This design comes from an exercise in tuning for small area, a short achievable clock period and few clock cycles on the open sky130 flow, not from production work.

## run 1
// rms_level_meter_peak_hold
module rms_level_meter_peak_hold #(
    parameter int MAX_FRAMES = rlm_pkg::RLM_MAX_FRAMES
) (
    input  logic                                i_clk,
    input  logic                                i_rst_n,
    input  logic                                i_in_valid,
    output logic                                o_in_ready,
    input  logic signed [rlm_pkg::SAMPLE_W-1:0] i_sample,
    input  logic                                i_last_sample,
    output logic                                o_out_valid,
    input  logic                                i_out_ready,
    output logic [rlm_pkg::LEVEL_W-1:0]         o_level,
    output logic [rlm_pkg::LEVEL_W-1:0]         o_peak_level
);
==> module rlm_ctrl, before the edit <==
module rlm_ctrl (
    input  logic        i_clk,
    input  logic        i_rst_n,
    input  logic        i_load,
    input  logic [38:0] i_sum,
    input  logic [7:0]  i_nm1,
    input  logic        i_out_ready,
    output logic        o_busy,
    output logic        o_fin,
    output logic        o_valid,
    output logic [6:0]  o_level
);
    logic [3:0]  r_cnt;     
    logic        r_busy;
    logic        r_mul;
    logic        r_dig;     
    logic        r_div;
    logic        r_sqrt;
    logic        r_fin;     
    logic        r_ov;      
    logic [39:0] r_r;
    logic [9:0]  r_c;
    wire [3:0] w_dig = r_dig ? r_r[3:0] : 4'd0;
    wire [4:0] w_lo  = {1'b0, w_dig} + {1'b0, r_c[3:0]};
    logic [9:0] w_k39;
    always_comb begin
        case (w_dig)
            4'd0:  w_k39 = 10'd0;
            4'd1:  w_k39 = 10'd39;
            4'd2:  w_k39 = 10'd78;
            4'd3:  w_k39 = 10'd117;
            4'd4:  w_k39 = 10'd156;
            4'd5:  w_k39 = 10'd195;
            4'd6:  w_k39 = 10'd234;
            4'd7:  w_k39 = 10'd273;
            4'd8:  w_k39 = 10'd312;
            4'd9:  w_k39 = 10'd351;
            4'd10: w_k39 = 10'd390;
            4'd11: w_k39 = 10'd429;
            4'd12: w_k39 = 10'd468;
            4'd13: w_k39 = 10'd507;
            4'd14: w_k39 = 10'd546;
            default: w_k39 = 10'd585;
        endcase
    end
    wire [9:0] w_cn = w_k39 + {4'd0, r_c[9:4]} + {9'd0, w_lo[4]};
    wire [8:0]  w_a   = r_div ? {r_r[39:32], r_r[31]} : {1'b0, r_r[39:32]};
    wire [8:0]  w_b   = r_div ? {1'b0, i_nm1} : {2'b00, r_c[6:0]};
    wire        w_bin = r_div | (r_r[31:30] == 2'b00);
    wire [9:0]  w_d   = {1'b0, w_a} - {1'b0, w_b} - {9'd0, w_bin};
    wire        w_ge  = ~w_d[9];
    wire [7:0]  w_pdiv = w_ge ? w_d[7:0] : w_a[7:0];
    wire [7:0]  w_psq  = w_ge ? {w_d[5:0], r_r[31:30] - 2'd1} : {r_r[37:32], r_r[31:30]};
    wire w_last = (r_cnt == 4'd0);
    always_ff @(posedge i_clk) begin
        if (!i_rst_n) begin
            r_busy <= 1'b0;
            r_mul  <= 1'b0;
            r_div  <= 1'b0;
            r_sqrt <= 1'b0;
            r_fin  <= 1'b0;
            r_ov   <= 1'b0;
        end else if (i_load) begin
            r_busy <= 1'b1;
            r_mul  <= 1'b1;
            r_div  <= 1'b0;
            r_sqrt <= 1'b0;
            r_fin  <= 1'b0;
            r_ov   <= 1'b0;
        end else begin
            if (r_ov & i_out_ready) begin
                r_busy <= 1'b0;
                r_ov   <= 1'b0;
            end
            if (r_fin) begin
                r_ov <= 1'b1;
            end
            r_fin <= w_last & r_sqrt;
            if (w_last) begin
                r_mul  <= 1'b0;
                r_div  <= r_mul;
                r_sqrt <= r_div;
            end
        end
    end
    always_ff @(posedge i_clk) begin
        if (i_load) begin
            r_cnt   <= 4'd11;
            r_dig   <= 1'b1;
            r_r     <= {1'b0, i_sum};
            r_c     <= 10'd0;
        end else begin
            r_cnt   <= w_last ? (r_mul ? 4'd13 : 4'd6) : r_cnt - 4'd1;
            if (r_cnt == 4'd2) begin
                r_dig <= 1'b0;
            end
            if (r_mul) begin
                r_r <= {w_lo[3:0], r_r[39:4]};
                r_c <= w_cn;
            end else if (r_div) begin
                r_r[39:32] <= w_last ? 8'd0 : w_pdiv;
                r_r[31:18] <= {r_r[30:18], w_ge};
            end else if (r_sqrt) begin
                r_r[39:32] <= w_psq;
                r_r[31:18] <= {r_r[29:18], 2'b00};
                r_c[6:0]   <= {r_c[5:0], w_ge};
            end
        end
    end
    assign o_busy  = r_busy;
    assign o_fin   = r_fin;
    assign o_valid = r_ov;
    assign o_level = r_c[6:0];
endmodule
==> flow/config.mk <==
export PLATFORM = sky130hd
export DESIGN_NAME = rms_level_meter_peak_hold
export DESIGN_NICKNAME = rms_level_meter_peak_hold
export VERILOG_FILES = /design/flow/design.v
export SDC_FILE = /design/flow/constraint.sdc
export NUM_CORES = 4
export LEC_CHECK = 0
export ABC_CLOCK_PERIOD_IN_PS = 3000
export CAP_MARGIN = 20
export CORE_MARGIN = 2
export CORE_UTILIZATION = 40
export SLEW_MARGIN = 20
==> flow/constraint.sdc <==
create_clock -name core_clock -period 10.0 [get_ports {i_clk}]
set_input_delay 2.0000 -clock core_clock [delete_from_list [all_inputs] [get_ports {i_clk}]]
set_output_delay 2.0000 -clock core_clock [all_outputs]
set_load 0.01 [all_outputs]
standard.sh (not shown) runs the stock make flow with config.mk's settings and CLKGATE_MAP_FILE= SYNTH_SCRIPT=/design/flow/synth_recipe.tcl, a recipe that flattens the netlist after the stock synthesis.
==> flow/flow/run.sh <==
#!/bin/bash
# The standard layout, with repair_timing aiming well past the 10 ns clock so that the
# resizer sizes gates and buffers for the period this design can reach. Constraints unchanged.
set -euo pipefail
MARGIN=$(cat flow/margin.txt)
bash standard.sh SETUP_SLACK_MARGIN=$MARGIN finish > standard_flow.log 2>&1
==> flow/flow/margin.txt <==
6.8
[inputs] run 3 vs run 1
-- flow/design.v --
<<< run 1, line 25
    logic        r_div;
    logic        r_sqrt;
    logic        r_fin;     
    logic        r_ov;      
    logic [39:0] r_r;
    logic [9:0]  r_c;
    wire [3:0] w_dig = r_dig ? r_r[3:0] : 4'd0;
    wire [4:0] w_lo  = {1'b0, w_dig} + {1'b0, r_c[3:0]};
    logic [9:0] w_k39;
    always_comb begin
        case (w_dig)
            4'd0:  w_k39 = 10'd0;
            4'd1:  w_k39 = 10'd39;
            4'd2:  w_k39 = 10'd78;
            4'd3:  w_k39 = 10'd117;
            4'd4:  w_k39 = 10'd156;
            4'd5:  w_k39 = 10'd195;
            4'd6:  w_k39 = 10'd234;
            4'd7:  w_k39 = 10'd273;
            4'd8:  w_k39 = 10'd312;
            4'd9:  w_k39 = 10'd351;
            4'd10: w_k39 = 10'd390;
            4'd11: w_k39 = 10'd429;
            4'd12: w_k39 = 10'd468;
            4'd13: w_k39 = 10'd507;
            4'd14: w_k39 = 10'd546;
            default: w_k39 = 10'd585;
        endcase
    end
    wire [9:0] w_cn = w_k39 + {4'd0, r_c[9:4]} + {9'd0, w_lo[4]};
    wire [8:0]  w_a   = r_div ? {r_r[39:32], r_r[31]} : {1'b0, r_r[39:32]};
    wire [8:0]  w_b   = r_div ? {1'b0, i_nm1} : {2'b00, r_c[6:0]};
    wire        w_bin = r_div | (r_r[31:30] == 2'b00);
    wire [9:0]  w_d   = {1'b0, w_a} - {1'b0, w_b} - {9'd0, w_bin};
    wire        w_ge  = ~w_d[9];
    wire [7:0]  w_pdiv = w_ge ? w_d[7:0] : w_a[7:0];
    wire [7:0]  w_psq  = w_ge ? {w_d[5:0], r_r[31:30] - 2'd1} : {r_r[37:32], r_r[31:30]};
    wire w_last = (r_cnt == 4'd0);
    always_ff @(posedge i_clk) begin
>>> run 3, line 25
    logic        r_div;
    logic        r_sqrt;
    logic        r_first;   
    logic        r_fin;     
    logic        r_ov;      
    logic [39:0] r_r;
    logic [9:0]  r_c;
    wire [3:0]  w_dig = r_dig ? r_r[3:0] : 4'd0;
    wire [13:0] w_t   = 14'(w_dig * 10'd625) + 14'(r_c);
    wire [7:0]  w_rem = r_first ? 8'd0 : r_r[39:32];
    wire [9:0]  w_a   = r_div ? {1'b0, r_r[39:32], r_r[31]} : {w_rem, r_r[31:30]};
    wire [9:0]  w_b   = r_div ? {2'b00, i_nm1} : {1'b0, r_c[6:0], 2'b00};
    wire [10:0] w_sum = {1'b0, w_a} + {1'b0, ~w_b};
    wire        w_ge  = w_sum[10];
    wire [7:0]  w_new = w_ge ? w_sum[7:0] : w_a[7:0];
    wire w_last = (r_cnt == 4'd0);
    always_ff @(posedge i_clk) begin
<<< run 1, line 96
            r_cnt   <= 4'd11;
            r_dig   <= 1'b1;
            r_r     <= {1'b0, i_sum};
            r_c     <= 10'd0;
>>> run 3, line 74
            r_cnt   <= 4'd11;
            r_dig   <= 1'b1;
            r_first <= 1'b0;
            r_r     <= {1'b0, i_sum};
            r_c     <= 10'd0;
<<< run 1, line 103
                r_dig <= 1'b0;
            end
            if (r_mul) begin
                r_r <= {w_lo[3:0], r_r[39:4]};
                r_c <= w_cn;
            end else if (r_div) begin
                r_r[39:32] <= w_last ? 8'd0 : w_pdiv;
                r_r[31:18] <= {r_r[30:18], w_ge};
            end else if (r_sqrt) begin
                r_r[39:32] <= w_psq;
                r_r[31:18] <= {r_r[29:18], 2'b00};
                r_c[6:0]   <= {r_c[5:0], w_ge};
>>> run 3, line 82
                r_dig <= 1'b0;
            end
            r_first <= w_last & r_div;
            if (r_mul) begin
                r_r <= {w_t[3:0], r_r[39:4]};
                r_c <= w_t[13:4];
            end else if (r_div) begin
                r_r[39:32] <= w_new;
                r_r[31:18] <= {r_r[30:18], w_ge};
            end else if (r_sqrt) begin
                r_r[39:32] <= w_new;
                r_r[31:18] <= {r_r[29:18], 2'b00};
                r_c[6:0]   <= {r_c[5:0], w_ge};
[summary]
- For synthesis-to-layout area growth, run 3 and run 1 come out practically identical.
- Compared with run 1, in run 3 share of the yosys chip area belonging to registers held steady, worst setup margin picked up an extra 12 ps, global placement routability congestion grew by about 2.3%, highest clock rate higher, post-synthesis mux area share ~0 delta.
- Of run 1 and run 3, run 1 shows the higher share of the synthesized netlist area taken by xor and xnor gates, with run 3 below it.
- Compared with run 1, run 3 shows a higher worst slew margin relative to its limit.
- The final core utilization on run 3 is in line with that on run 1.
No functional check of the RTL was part of any run of this note.

[re-timing with driven ports]
How much do the figures lean on ideal ports? The routed layouts below were timed once more, with nothing changed but the port constraints. Step 1 (the two cells are an assumption about what drives the block):
set clk [get_ports {i_clk}]
set_driving_cell -lib_cell sky130_fd_sc_hd__clkbuf_16 $clk
set_driving_cell -lib_cell sky130_fd_sc_hd__buf_2 [delete_from_list [all_inputs] $clk]
Step 2, shift: input delay + t, output delay - t, t = (earliest + latest rising clock arrival at the registers) / 2. This alone moves slack from input paths to output paths. Three values: no drivers, after step 1, after step 2; two values: the first two.
run	shift t [ns]	slack for setup (ns)	hold slack, ns	clock arrival spread, ns	pins driven straight from the clock port
run 1	0.496	6.746 / 6.746 / 6.492	0.475 / 0.475 / 0.475	0.015 / 0.015	1
run 3	0.509	6.758 / 6.758 / 6.462	0.488 / 0.488 / 0.488	0.022 / 0.022	1
After both steps every run listed still meets setup and hold. The setup slack of run 3, which loses most, moves by 0.000 ns with the drivers and by -0.296 ns with both steps.
